From an optimization exercise on the open Yosys and OpenROAD flow, aimed at small area; shortcuts taken in it are not production practice. In this exercise RTL edits were held to simulation tests only and were not proved equivalent to the original.

Setup of old:
==> flow/design.v (excerpt) <==
module svpwm_top
(
    input  logic       clk,
    input  logic       reset,
    input  svpwm_pkg::sample_t    alpha,
    input  svpwm_pkg::sample_t    beta,
    input  logic       in_valid,
    output logic       in_ready,
    output svpwm_pkg::duty_t      duty_u,
    output svpwm_pkg::duty_t      duty_v,
    output svpwm_pkg::duty_t      duty_w,
    output logic       duty_valid,
    output logic [2:0] gate_hi,
    output logic [2:0] gate_lo
);
    logic [11:0] carrier_count;
    logic        period_start;
    logic        period_next;
    logic [11:0] du, dv, dw;
    logic        duty_write;
    logic        pending_valid;
    logic        active_valid;
    logic        active_load;
    space_vector_modulator u_modulator (
        .clk        (clk),
        .reset      (reset),
        .alpha      (alpha),
        .beta       (beta),
        .in_valid   (in_valid),
        .in_ready   (in_ready),
        .duty_u     (du),
        .duty_v     (dv),
        .duty_w     (dw),
        .duty_valid (duty_valid),
        .duty_write (duty_write)
    );
    assign duty_u = {4'b0, du};
    assign duty_v = {4'b0, dv};
    assign duty_w = {4'b0, dw};
    pwm_carrier u_carrier (
        .clk           (clk),
        .reset         (reset),
        .carrier_count (carrier_count),
        .period_start  (period_start),
        .period_next   (period_next)
    );
    always_ff @(posedge clk or posedge reset) begin
        if (reset) begin
            pending_valid <= 1'b0;
            active_valid  <= 1'b0;
        end else begin
            if (duty_valid) begin
                pending_valid <= 1'b1;
            end
            if (period_start) begin
                active_valid <= pending_valid;
            end
        end
    end
    assign active_load = (period_start && !duty_valid) || (period_next && duty_write);
    pwm_phase_leg u_leg_u (
        .clk           (clk),
        .reset         (reset),
        .duty          (du),
        .duty_load     (active_load),
        .active_valid  (active_valid),
        .carrier_count (carrier_count),
        .gate_hi       (gate_hi[0]),
        .gate_lo       (gate_lo[0])
  ...
Size: ~91 I/O pins.
Settings: LEC_CHECK=0, ABC_AREA=1, CAP_MARGIN=0, CORE_MARGIN=2, CORE_UTILIZATION=40, SLEW_MARGIN=0; clock period 10.0 ns.
standard.sh (not shown) runs the stock make flow with config.mk's settings and CLKGATE_MAP_FILE= SYNTH_SCRIPT=/design/flow/synth_recipe.tcl, a recipe that flattens the netlist after the stock synthesis.
==> flow/flow/run.sh <==
#!/bin/bash
# Standard ORFS layout with two changes: an area-oriented ABC mapping script
# (flow/abc_area.script, used through ABC_AREA=1) and single-drive port buffers.
set -euo pipefail
here=$(pwd)
rm -rf "$here/scripts"
cp -r "$FLOW_HOME/scripts" "$here/scripts"
cp "$here/flow/abc_area.script" "$here/scripts/abc_area.script"
bash standard.sh "SCRIPTS_DIR=$here/scripts" \
    "BUFFER_PORTS_ARGS=-buffer_cell sky130_fd_sc_hd__buf_1" \
    "CTS_ARGS=-sink_clustering_enable -repair_clock_nets -sink_clustering_size 24 -sink_clustering_max_diameter 120 -dont_use_dummy_load -buf_list sky130_fd_sc_hd__clkbuf_8" \
    finish > "$here/flow_make.log" 2>&1
==> flow/flow/abc_area.script <==
&get -n
&st
&deepsyn -J 50 -T 60
&dch -f
&nf -a
&put
topo
stime -c
old went all the way through the flow, and no timing, DRC or antenna check failed.
--- input diff old..new ---
# old
export LEC_CHECK = 0
export ABC_AREA = 1
export CAP_MARGIN = 0
export CORE_MARGIN = 2
export CORE_UTILIZATION = 40
export SLEW_MARGIN = 0
create_clock -name core_clock -period 10.0 [get_ports {clk}]
# new
export LEC_CHECK = 0
export ABC_AREA = 1
export CAP_MARGIN = 0
export CORE_MARGIN = 2
export CORE_UTILIZATION = 65
export SLEW_MARGIN = 0
create_clock -name core_clock -period 10.0 [get_ports {clk}]
==> run summary <==
Going from old to new, maximum frequency essentially unchanged, global-route total usage across every layer now larger, total length of routed wires went down.

The RTL this note starts from:
==> flow/design.v <==
package svpwm_pkg;
    typedef logic signed [16-1:0] sample_t;
    typedef logic [16-1:0] duty_t;
endpackage
`timescale 1ns/1ps
module space_vector_modulator
(
    input  logic        clk,
    input  logic        reset,
    input  svpwm_pkg::sample_t alpha,
    input  svpwm_pkg::sample_t beta,
    input  logic        in_valid,
    output logic        in_ready,
    output logic [11:0] duty_u,
    output logic [11:0] duty_v,
    output logic [11:0] duty_w,
    output logic        duty_valid,
    output logic        duty_write
);
    localparam logic [15:0] PERIOD = 16'(3000);
    logic [2:0] st;
    logic [15:0] a_r, b_r;
    logic        f_m, f_small, f_same, f_p, f_c;
    function automatic logic [15:0] radd(input logic [15:0] a, input logic [15:0] b, input logic cin);
        logic c;
        c = cin;
        for (int i = 0; i < 16; i++) begin
            radd[i] = a[i] ^ b[i] ^ c;
            c = (a[i] & b[i]) | (c & (a[i] ^ b[i]));
        end
    endfunction
    function automatic logic [15:0] sra1(input logic [15:0] x);
        sra1 = {x[15], x[15:1]};
    endfunction
    function automatic logic [11:0] clamp_duty(input svpwm_pkg::sample_t x);
        if (x < svpwm_pkg::sample_t'(20)) begin
            clamp_duty = 12'(20);
        end else if (x > svpwm_pkg::sample_t'(2980)) begin
            clamp_duty = 12'(2980);
        end else begin
            clamp_duty = x[11:0];
        end
    endfunction
    assign in_ready   = (st == 3'd0);
    assign duty_write = (st == 3'd6);
    logic m, sa;
    assign m  = f_m;
    assign sa = a_r[15];
    logic [24:0] a9, a137;
    logic [15:0] a_scaled;
    always_comb begin
        logic c;
        logic [24:0] x, y;
        x = {{9{a_r[15]}}, a_r};
        y = {{6{a_r[15]}}, a_r, 3'b0};
        c = 1'b0;
        for (int i = 0; i < 25; i++) begin
            a9[i] = x[i] ^ y[i] ^ c;
            c = (x[i] & y[i]) | (c & (x[i] ^ y[i]));
        end
        y = {{2{a_r[15]}}, a_r, 7'b0};
        c = 1'b0;
        for (int i = 0; i < 25; i++) begin
            a137[i] = a9[i] ^ y[i] ^ c;
            c = (a9[i] & y[i]) | (c & (a9[i] ^ y[i]));
        end
    end
    assign a_scaled = radd({a_r[14:0], 1'b0}, ~a137[24:9], a_r[8:0] == 9'd0);
    logic [15:0] abs_b, pp, qq, vv, other, hh, s_half, t_raw;
    logic        a_min, b_min, is_small, same;
    assign abs_b    = b_r;
    assign pp       = radd(abs_b, a_r, 1'b0);
    assign qq       = radd(abs_b, ~a_r, 1'b1);
    assign a_min    = (a_r == 16'h8000);
    assign b_min    = m && abs_b[15];
    assign is_small = !a_min && (b_min || (sa ? pp[15] : qq[15]));
    assign same     = (sa == m);
    assign vv       = sa ? pp : qq;
    assign other    = sa ? qq : pp;
    assign hh       = {(pp[15] & qq[15]) | (pp[15] & abs_b[14]) | (qq[15] & abs_b[14]), abs_b[14:0]};
    assign s_half   = is_small ? {1'b0, other[15:1]} : hh;
    always_comb begin
        if (is_small) begin
            t_raw = same ? abs_b : ~sra1(vv);
        end else begin
            t_raw = m ? sra1(qq) : sra1(pp);
        end
    end
    logic [15:0] ww, xo, yo, ysum;
    logic [11:0] cz, cx, cy;
    logic [1:0] sec;
    assign sec  = f_small ? (f_same ? 2'd1 : 2'd2) : 2'd0;
    logic [15:0] rr;
    logic        d0;
    assign d0   = f_p ^ a_r[0];
    assign rr   = radd(a_r ^ {16{!m}}, {PERIOD[15:2], m ? {1'b0, !f_p} : {f_p, !f_p}}, 1'b0);
    assign ww   = {m ? (rr > 16'd38769) : rr[15], rr[15:1]};
    assign xo   = radd(~ww, {PERIOD[15:2], m ? {d0, !d0} : {1'b0, !d0}}, 1'b0);
    assign ysum = radd(ww, b_r, f_c ^ m);
    assign yo   = ysum;
    assign cz   = clamp_duty(ww);
    assign cx   = clamp_duty(xo);
    assign cy   = clamp_duty(yo);
    always_ff @(posedge clk) begin
        if (in_ready) begin
            a_r <= alpha;
            b_r <= radd(beta ^ {16{beta[15]}}, 16'd0, beta[15]);
            f_m <= beta[15];
        end else if (st == 3'd1) begin
            a_r <= a_scaled;
        end else if (st == 3'd2) begin
            a_r     <= s_half;
            b_r     <= t_raw ^ {b_min && (a_r == 16'd0), 15'd0} ^ {16{m}};
            f_small <= is_small;
            f_same  <= same;
            f_p     <= !is_small && pp[0];
            f_c     <= is_small && !same && !vv[0];
        end
        if (duty_write) begin
            case (sec)
                2'd0:    begin duty_u <= cy; duty_v <= cx; duty_w <= cz; end
                2'd1:    begin duty_u <= cx; duty_v <= cy; duty_w <= cz; end
                default: begin duty_u <= cz; duty_v <= cx; duty_w <= cy; end
            endcase
        end
    end
    always_ff @(posedge clk or posedge reset) begin
        if (reset) begin
            st         <= 3'd7;
            duty_valid <= 1'b0;
        end else begin
            duty_valid <= duty_write;
            if (st == 3'd0) begin
                st <= in_valid ? 3'd1 : 3'd0;
            end else if (st == 3'd6 || st == 3'd7) begin
                st <= 3'd0;
            end else begin
                st <= st + 3'd1;
            end
        end
    end
endmodule
`timescale 1ns/1ps
module pwm_carrier
(
    input  logic        clk,
    input  logic        reset,
    output logic [11:0] carrier_count,
    output logic        period_start,
    output logic        period_next
);
    logic count_up;
    logic [11:0] count_next;
    always_comb begin
        logic t;
        t = 1'b1;
        for (int i = 0; i < 12; i++) begin
            count_next[i] = carrier_count[i] ^ t;
            t = t && (carrier_count[i] == count_up);
        end
    end
    always_ff @(posedge clk or posedge reset) begin
        if (reset) begin
            carrier_count <= '0;
            count_up      <= 1'b1;
        end else if (count_up) begin
            carrier_count <= count_next;
            if (carrier_count == 12'(3000 - 1)) begin
                count_up <= 1'b0;
            end
        end else begin
            carrier_count <= count_next;
            if (carrier_count == 12'd1) begin
                count_up <= 1'b1;
            end
        end
    end
    assign period_start = (carrier_count == '0);
    assign period_next  = !count_up && (carrier_count == 12'd1);
endmodule
`timescale 1ns/1ps
module pwm_phase_leg
(
    input  logic        clk,
    input  logic        reset,
    input  logic [11:0] duty,
    input  logic        duty_load,
    input  logic        active_valid,
    input  logic [11:0] carrier_count,
    output logic        gate_hi,
    output logic        gate_lo
);
    logic [11:0] active_duty;
    logic        raw;
    logic        raw_q;
    logic [3:0]  dead_cnt;
    always_ff @(posedge clk) begin
        if (duty_load) begin
            active_duty <= duty;
        end
    end
    logic below;
    always_comb begin
        below = 1'b0;
        for (int i = 0; i < 12; i++) begin
            below = active_duty[i] ? (!carrier_count[i] || below) : (!carrier_count[i] && below);
        end
    end
    assign raw = active_valid && below;
    always_ff @(posedge clk or posedge reset) begin
        if (reset) begin
            raw_q    <= 1'b0;
            dead_cnt <= 4'(10);
        end else begin
            raw_q <= raw;
            if (raw != raw_q) begin
                dead_cnt <= 4'(10);
            end else if (dead_cnt != '0) begin
                dead_cnt <= dead_cnt - 1'b1;
            end
        end
    end
    assign gate_hi = (dead_cnt == '0) && raw_q;
    assign gate_lo = (dead_cnt == '0) && !raw_q;
endmodule
`timescale 1ns/1ps
module svpwm_top
(
    input  logic       clk,
    input  logic       reset,
    input  svpwm_pkg::sample_t    alpha,
    input  svpwm_pkg::sample_t    beta,
    input  logic       in_valid,
    output logic       in_ready,
    output svpwm_pkg::duty_t      duty_u,
    output svpwm_pkg::duty_t      duty_v,
    output svpwm_pkg::duty_t      duty_w,
    output logic       duty_valid,
    output logic [2:0] gate_hi,
    output logic [2:0] gate_lo
);
    logic [11:0] carrier_count;
    logic        period_start;
    logic        period_next;
    logic [11:0] du, dv, dw;
    logic        duty_write;
    logic        pending_valid;
    logic        active_valid;
    logic        active_load;
    space_vector_modulator u_modulator (
        .clk        (clk),
        .reset      (reset),
        .alpha      (alpha),
        .beta       (beta),
        .in_valid   (in_valid),
        .in_ready   (in_ready),
        .duty_u     (du),
        .duty_v     (dv),
        .duty_w     (dw),
        .duty_valid (duty_valid),
        .duty_write (duty_write)
    );
    assign duty_u = {4'b0, du};
    assign duty_v = {4'b0, dv};
    assign duty_w = {4'b0, dw};
    pwm_carrier u_carrier (
        .clk           (clk),
        .reset         (reset),
        .carrier_count (carrier_count),
        .period_start  (period_start),
        .period_next   (period_next)
    );
    always_ff @(posedge clk or posedge reset) begin
        if (reset) begin
            pending_valid <= 1'b0;
            active_valid  <= 1'b0;
        end else begin
            if (duty_valid) begin
                pending_valid <= 1'b1;
            end
            if (period_start) begin
                active_valid <= pending_valid;
            end
        end
    end
    assign active_load = period_next;
    pwm_phase_leg u_leg_u (
        .clk           (clk),
        .reset         (reset),
        .duty          (du),
        .duty_load     (active_load),
        .active_valid  (active_valid),
        .carrier_count (carrier_count),
        .gate_hi       (gate_hi[0]),
        .gate_lo       (gate_lo[0])
    );
    pwm_phase_leg u_leg_v (
        .clk           (clk),
        .reset         (reset),
        .duty          (dv),
        .duty_load     (active_load),
        .active_valid  (active_valid),
        .carrier_count (carrier_count),
        .gate_hi       (gate_hi[1]),
        .gate_lo       (gate_lo[1])
    );
    pwm_phase_leg u_leg_w (
        .clk           (clk),
        .reset         (reset),
        .duty          (dw),
        .duty_load     (active_load),
        .active_valid  (active_valid),
        .carrier_count (carrier_count),
        .gate_hi       (gate_hi[2]),
        .gate_lo       (gate_lo[2])
    );
endmodule
export LEC_CHECK = 0
export ABC_AREA = 1
export CAP_MARGIN = 0
export CORE_MARGIN = 2
export CORE_UTILIZATION = 60
export SLEW_MARGIN = 0
create_clock -name core_clock -period 10.0 [get_ports {clk}]
==> flow/flow/abc_area.script <==
&get -n
&st
&deepsyn -I 8 -J 50 -T 240
&dch -f
&nf -a
&put
topo
stime -c
Scripts as last shown in full above: flow/flow/run.sh
Rerun with:
==> flow/flow/abc_area.script (replaced) <==
&get -n
&st
&deepsyn -I 8 -J 50 -T 240
&put
strash
dch -f
amap -F 3 -A 10
topo
stime -c
Outcome: The changed run passed the timing, DRC and antenna checks. Final area shrinks by 0.48%. Maximum frequency barely changes. First-iteration DRC count came out higher by 110%.

[afterwards: timing with drivers on the ports]
The flow's constraints put no driver on any port. The routed layouts listed below were extracted and timed again, unchanged, in two steps. Step 1, drivers: a clkbuf_16 drives clk and a buf_2 each remaining input, both assumed. Step 2 times the ports against the registers' clock, not the clock port: input delays grow and output delays shrink by t, the midpoint of the rising clock arrivals with the driver on. Slacks: ideal / step 1 / step 2; pairs: ideal / step 1.
run | t (ns) | setup slack, ns | worst setup path after step 2 | clock arrival spread, ns | pins driven straight from the clock port
old | 0.473 | 0.479 / 0.479 / 0.479 | register to register | 0.038 / 0.038 | 1
new | 0.477 | 0.463 / 0.463 / 0.463 | register to register | 0.023 / 0.023 | 1
the first run of note 2 | 0.481 | 0.422 / 0.422 / 0.422 | register to register | 0.034 / 0.034 | 1
the second run of note 2 | 0.483 | 0.447 / 0.447 / 0.447 | register to register | 0.038 / 0.038 | 1
After both steps every run listed still meets setup and hold.
